What follows belongs to an exercise in optimizing a design on an open flow for small area, a short achievable clock period and few clock cycles; a production flow would make more cautious choices.
Function was checked by simulation only, so behaviour that the tests miss may differ from the original.
Power is estimated from default activity; no workload was simulated.

// chip8_cpu
module chip8_cpu #(
  parameter int TICK_DIV = 64,
  parameter int STACK_DEPTH = 16
) (
  input wire clk,
  input wire reset,
  input wire mem_req_ready,
  input wire mem_rsp_valid,
  input wire chip8_bus_pkg::data_t mem_rdata,
  output logic mem_req_valid,
  output logic mem_req_write,
  output chip8_bus_pkg::addr_t mem_addr,
  output chip8_bus_pkg::data_t mem_wdata
);
  chip8_isa_pkg::reg_idx_t rd_x_idx;
  chip8_isa_pkg::reg_idx_t rd_y_idx;
  chip8_isa_pkg::reg_idx_t wr_idx;
  chip8_bus_pkg::data_t rd_x_data;
  chip8_bus_pkg::data_t rd_y_data;
  chip8_bus_pkg::data_t v0_data;
  chip8_bus_pkg::data_t wr_data;
  chip8_bus_pkg::data_t timer_value;
  chip8_bus_pkg::data_t timer_load_value;
  chip8_bus_pkg::addr_t stack_top;
  chip8_bus_pkg::addr_t push_addr;
  logic wr_en;
  logic flag_wr_en;
  logic flag_data;
  logic stack_push;
  logic stack_pop;
  logic timer_load;
  chip8_control chip8_control_inst (
    .clk, .reset,
    .mem_req_ready, .mem_rsp_valid, .mem_rdata,
    .rd_x_data, .rd_y_data, .v0_data,
    .stack_top, .timer_value,
    .mem_req_valid, .mem_req_write, .mem_addr, .mem_wdata,
    .rd_x_idx, .rd_y_idx,
    .wr_en, .wr_idx, .wr_data, .flag_wr_en, .flag_data,
    .stack_push, .stack_pop, .push_addr,
    .timer_load, .timer_load_value
  );
  chip8_regfile chip8_regfile_inst (
    .clk, .reset, .rd_x_idx, .rd_y_idx,
    .wr_en, .wr_idx, .wr_data, .flag_wr_en, .flag_data,
    .rd_x_data, .rd_y_data, .v0_data
  ...
Size in the first run: about 2,500 cells after synthesis, ~34 I/O pins.
==> flow/config.mk <==
export PLATFORM = sky130hd
export DESIGN_NAME = chip8_cpu
export DESIGN_NICKNAME = chip8_cpu
export VERILOG_FILES = /design/flow/design.v
export SDC_FILE = /design/flow/constraint.sdc
export NUM_CORES = 4
export LEC_CHECK = 0
export ABC_AREA = 1
export ABC_CLOCK_PERIOD_IN_PS = 3000
export CAP_MARGIN = 20
export CORE_MARGIN = 2
export CORE_UTILIZATION = 65
export SETUP_SLACK_MARGIN = 5
export SLEW_MARGIN = 20
==> flow/constraint.sdc <==
create_clock -name core_clock -period 10.0 [get_ports {clk}]
set_input_delay 2.0000 -clock core_clock [delete_from_list [all_inputs] [get_ports {clk}]]
set_output_delay 2.0000 -clock core_clock [all_outputs]
set_load 0.01 [all_outputs]
standard.sh (not shown) runs the stock make flow with config.mk's settings and CLKGATE_MAP_FILE= SYNTH_SCRIPT=/design/flow/synth_recipe.tcl, a recipe that flattens the netlist after the stock synthesis.
==> flow/flow/run.sh <==
#!/bin/bash
# the standard layout, with its timing repair aiming for a larger setup margin,
# plain buffers on the ports and cell sizing not held to the same footprint
set -euo pipefail
bash standard.sh SETUP_SLACK_MARGIN=6.5 MATCH_CELL_FOOTPRINT=0 "BUFFER_PORTS_ARGS=-buffer_cell sky130_fd_sc_hd__buf_4" finish > standard.log 2>&1
The baseline ran to the end with no violations.
Testbench counts at the start, summed over its fixed seeds: cycles 560,864.
Next try:
- CORE_UTILIZATION: 65 -> 40
- CTS_BUF_LIST: unset -> sky130_fd_sc_hd__clkbuf_8
- CTS_CLUSTER_DIAMETER: unset -> 60
What happened: Non-clock buffer count is higher by 8; cell area is higher slightly; register-to-register slack improved by 0.09 ns; total power is lower slightly; clock power is lower by a few percent; clock skew is higher by 0.0091 ns.
Next try:
==> flow/flow/run.sh (replaced) <==
#!/bin/bash
# the standard layout, with its timing repair aiming for a larger setup margin,
# plain buffers on the ports, cell sizing not held to the same footprint, and
# the floorplan's timing repair left to the later, placement-aware repairs
set -euo pipefail
bash standard.sh SETUP_SLACK_MARGIN=6.5 MATCH_CELL_FOOTPRINT=0 REMOVE_ABC_BUFFERS=1 "BUFFER_PORTS_ARGS=-buffer_cell sky130_fd_sc_hd__buf_4" finish > standard.log 2>&1
Result:
- The new run went through all stages and came out clean
- count of clock-buffer cells in the layout rises by 4
- total power rises by 2.1%
- final area is about the same
- wire length rises by 2.3%
Next try:
==> flow/flow/run.sh (replaced) <==
#!/bin/bash
# the standard layout, with its timing repair aiming for a larger setup margin,
# plain buffers on the ports and cell sizing not held to the same footprint
set -euo pipefail
bash standard.sh SETUP_SLACK_MARGIN=6.5 MATCH_CELL_FOOTPRINT=0 "BUFFER_PORTS_ARGS=-buffer_cell sky130_fd_sc_hd__buf_4" finish > standard.log 2>&1
- CTS_BUF_LIST: sky130_fd_sc_hd__clkbuf_8 -> unset
- CTS_CLUSTER_DIAMETER: 60 -> unset
=>
- utilization rises by 0.37 points
- count of clock-buffer cells in the layout falls by 27
- synthesized area stays the same
- worst setup slack is better by 0.030 ns

Setup of run 1:
Another version of the RTL of chip8_cpu (not shown whole).
Size in the first run: roughly 2500 cells after synthesis, about 34 I/O pins, ~24000 µm² of cells after synthesis.
Settings: LEC_CHECK=0, ABC_AREA=1, ABC_CLOCK_PERIOD_IN_PS=3000, CAP_MARGIN=20, CORE_MARGIN=2, CORE_UTILIZATION=40, CTS_BUF_LIST=sky130_fd_sc_hd__clkbuf_8, CTS_CLUSTER_DIAMETER=60, SETUP_SLACK_MARGIN=5, SLEW_MARGIN=20; clock period 10.0 ns.
==> flow/flow/run.sh <==
#!/bin/bash
# the standard layout, with its timing repair aiming for a larger setup margin,
# plain buffers on the ports and cell sizing not held to the same footprint
set -euo pipefail
bash standard.sh SETUP_SLACK_MARGIN=6.4 MATCH_CELL_FOOTPRINT=0 "BUFFER_PORTS_ARGS=-buffer_cell sky130_fd_sc_hd__buf_4" finish > standard.log 2>&1
Run 1 was carried through to the last stage, and its layout satisfied the timing, DRC and antenna checks.
Testbench counts of run 1, summed over its fixed seeds: cycles 560,864.
Relative to run 1, the following input files were edited for run 2:
-- flow/flow/run.sh --
<<< run 1, line 5
bash standard.sh SETUP_SLACK_MARGIN=6.4 MATCH_CELL_FOOTPRINT=0 "BUFFER_PORTS_ARGS=-buffer_cell sky130_fd_sc_hd__buf_4" finish > standard.log 2>&1
>>> run 2, line 5
bash standard.sh SETUP_SLACK_MARGIN=6.6 MATCH_CELL_FOOTPRINT=0 "BUFFER_PORTS_ARGS=-buffer_cell sky130_fd_sc_hd__buf_4" finish > standard.log 2>&1
==> comparison <==
Changes observed in run 2 relative to run 1: via count up about 2.5%, number of multi-input combinational cells in the layout now sits at about the same level, synthesized instance count comparable.
Global-route met3 utilization delta for run 2 relative to run 1: 0.39 points higher
Static leakage, run 1 and run 2: higher on run 2
STATUS sum of routed wire length over all layers: run 2 loses against run 1
Delta(number of setup buffers added after CTS, run 2 - run 1) > 0
The power group with the largest share comes out sequential cells in one run and combinational logic in the other, namely in run 1 and run 2 respectively.
> inputs changed (run 2 -> run 3)
- CORE_UTILIZATION: 40 -> 60
## What came out
Run 3 completed; timing, DRC and antenna clean. In the reports for run 3 and run 2, the larger fraction of the cycle the final worst path needs belongs to run 3. Starting density of the core in run 3 is 20 points higher than in run 2. Comparing the two runs side by side, run 3 comes out ahead of run 2 on estimated wirelength of the detail-placed design. Run 3 reports a lower maximum frequency than run 2 does. Comparing run 3 and run 2, the higher worst setup slack is on run 2. The finished layout cell area of run 3 is higher than that of run 2. Run 2 → run 3: routed wirelength normalized by instance count picked up an extra about 9%, logic depth of the worst setup path including buffers saw an increase, via count moved up, count of clock-buffer cells in the layout picked up an extra 2, placed cell count went down 248.
--- input diff run 3..run 4 ---
- CORE_UTILIZATION changed from 60 to 40
-- flow/flow/run.sh --
<<< run 3, line 5
bash standard.sh SETUP_SLACK_MARGIN=6.6 MATCH_CELL_FOOTPRINT=0 "BUFFER_PORTS_ARGS=-buffer_cell sky130_fd_sc_hd__buf_4" finish > standard.log 2>&1
>>> run 4, line 5
bash standard.sh SETUP_SLACK_MARGIN=6.55 MATCH_CELL_FOOTPRINT=0 "BUFFER_PORTS_ARGS=-buffer_cell sky130_fd_sc_hd__buf_4" finish > standard.log 2>&1
Findings:
Run 4 against run 3: count of plain and timing-repair buffers in the layout saw a decrease; inserted tap cell count now larger; clock period minus worst slack now smaller; clock tree cell share of total cell area went up by 0.19 points.
Here is what was changed in the inputs of run 5 compared with run 4.
- CTS_CLUSTER_DIAMETER now 40, was 60
- CTS_BUF_LIST now sky130_fd_sc_hd__clkbuf_4, was sky130_fd_sc_hd__clkbuf_8
-- flow/flow/run.sh --
<<< run 4, line 5
bash standard.sh SETUP_SLACK_MARGIN=6.55 MATCH_CELL_FOOTPRINT=0 "BUFFER_PORTS_ARGS=-buffer_cell sky130_fd_sc_hd__buf_4" finish > standard.log 2>&1
>>> run 5, line 5
bash standard.sh SETUP_SLACK_MARGIN=6.5 MATCH_CELL_FOOTPRINT=0 "BUFFER_PORTS_ARGS=-buffer_cell sky130_fd_sc_hd__buf_4" finish > standard.log 2>&1
[summary]
Going from run 4 to run 5, sequential share of power saw an increase; power dissipated by switching net loads went down by about 1.2%. Compare run 4 and run 5 | relative contribution of the clock network to total power lower: run 4. Run 4 -> run 5: peak ir drop on the vdd network increased by more than 10%. Compared with run 4, in run 5 highest attainable clock frequency saw a decrease; setup slack went down 0.12 ns; final cell utilization of the core fell by 0.62 points.

-- what the ideal ports hide --
The flow's constraints put no driver on any port. The routed layouts listed below were extracted and timed again, unchanged, in two steps.
Step 1, drivers: a clkbuf_16 drives clk and a buf_2 each remaining input, both assumed.
Step 2 adds t to the input delays and takes it off the output delays; t is the mean of the earliest and latest rising clock arrival at the registers after step 1. Input paths then give back, and output paths get back, about the clock's delay inside the block.
Slacks: no drivers / after step 1 / after step 2; pairs: no drivers / after step 1.
run	shift t [ns]	slack for setup (ns)	worst setup path at the end	worst data-port slew with drivers (ns)
the first run of note 1	0.660	6.513 / 6.537 / 5.882	input to register	0.05
the second run of note 1	0.716	6.554 / 6.565 / 5.849	input to register	0.04
the third run of note 1	0.728	6.450 / 6.422 / 5.695	input to register	0.08
the fourth run of note 1	0.670	6.479 / 6.475 / 5.843	input to register	0.04
run 1	0.715	6.383 / 6.383 / 5.737	input to register	0.05
run 2	0.718	6.569 / 6.571 / 5.853	input to register	0.05
run 3	0.707	6.490 / 6.490 / 5.861	input to register	0.07
run 4	0.720	6.569 / 6.542 / 5.836	input to register	0.06
run 5	0.989	6.449 / 6.395 / 5.629	input to register	0.07
After both steps every run listed still meets setup and hold. For run 5, which loses most, drivers alone change the setup slack by -0.054 ns; drivers and shift together by -0.820 ns.
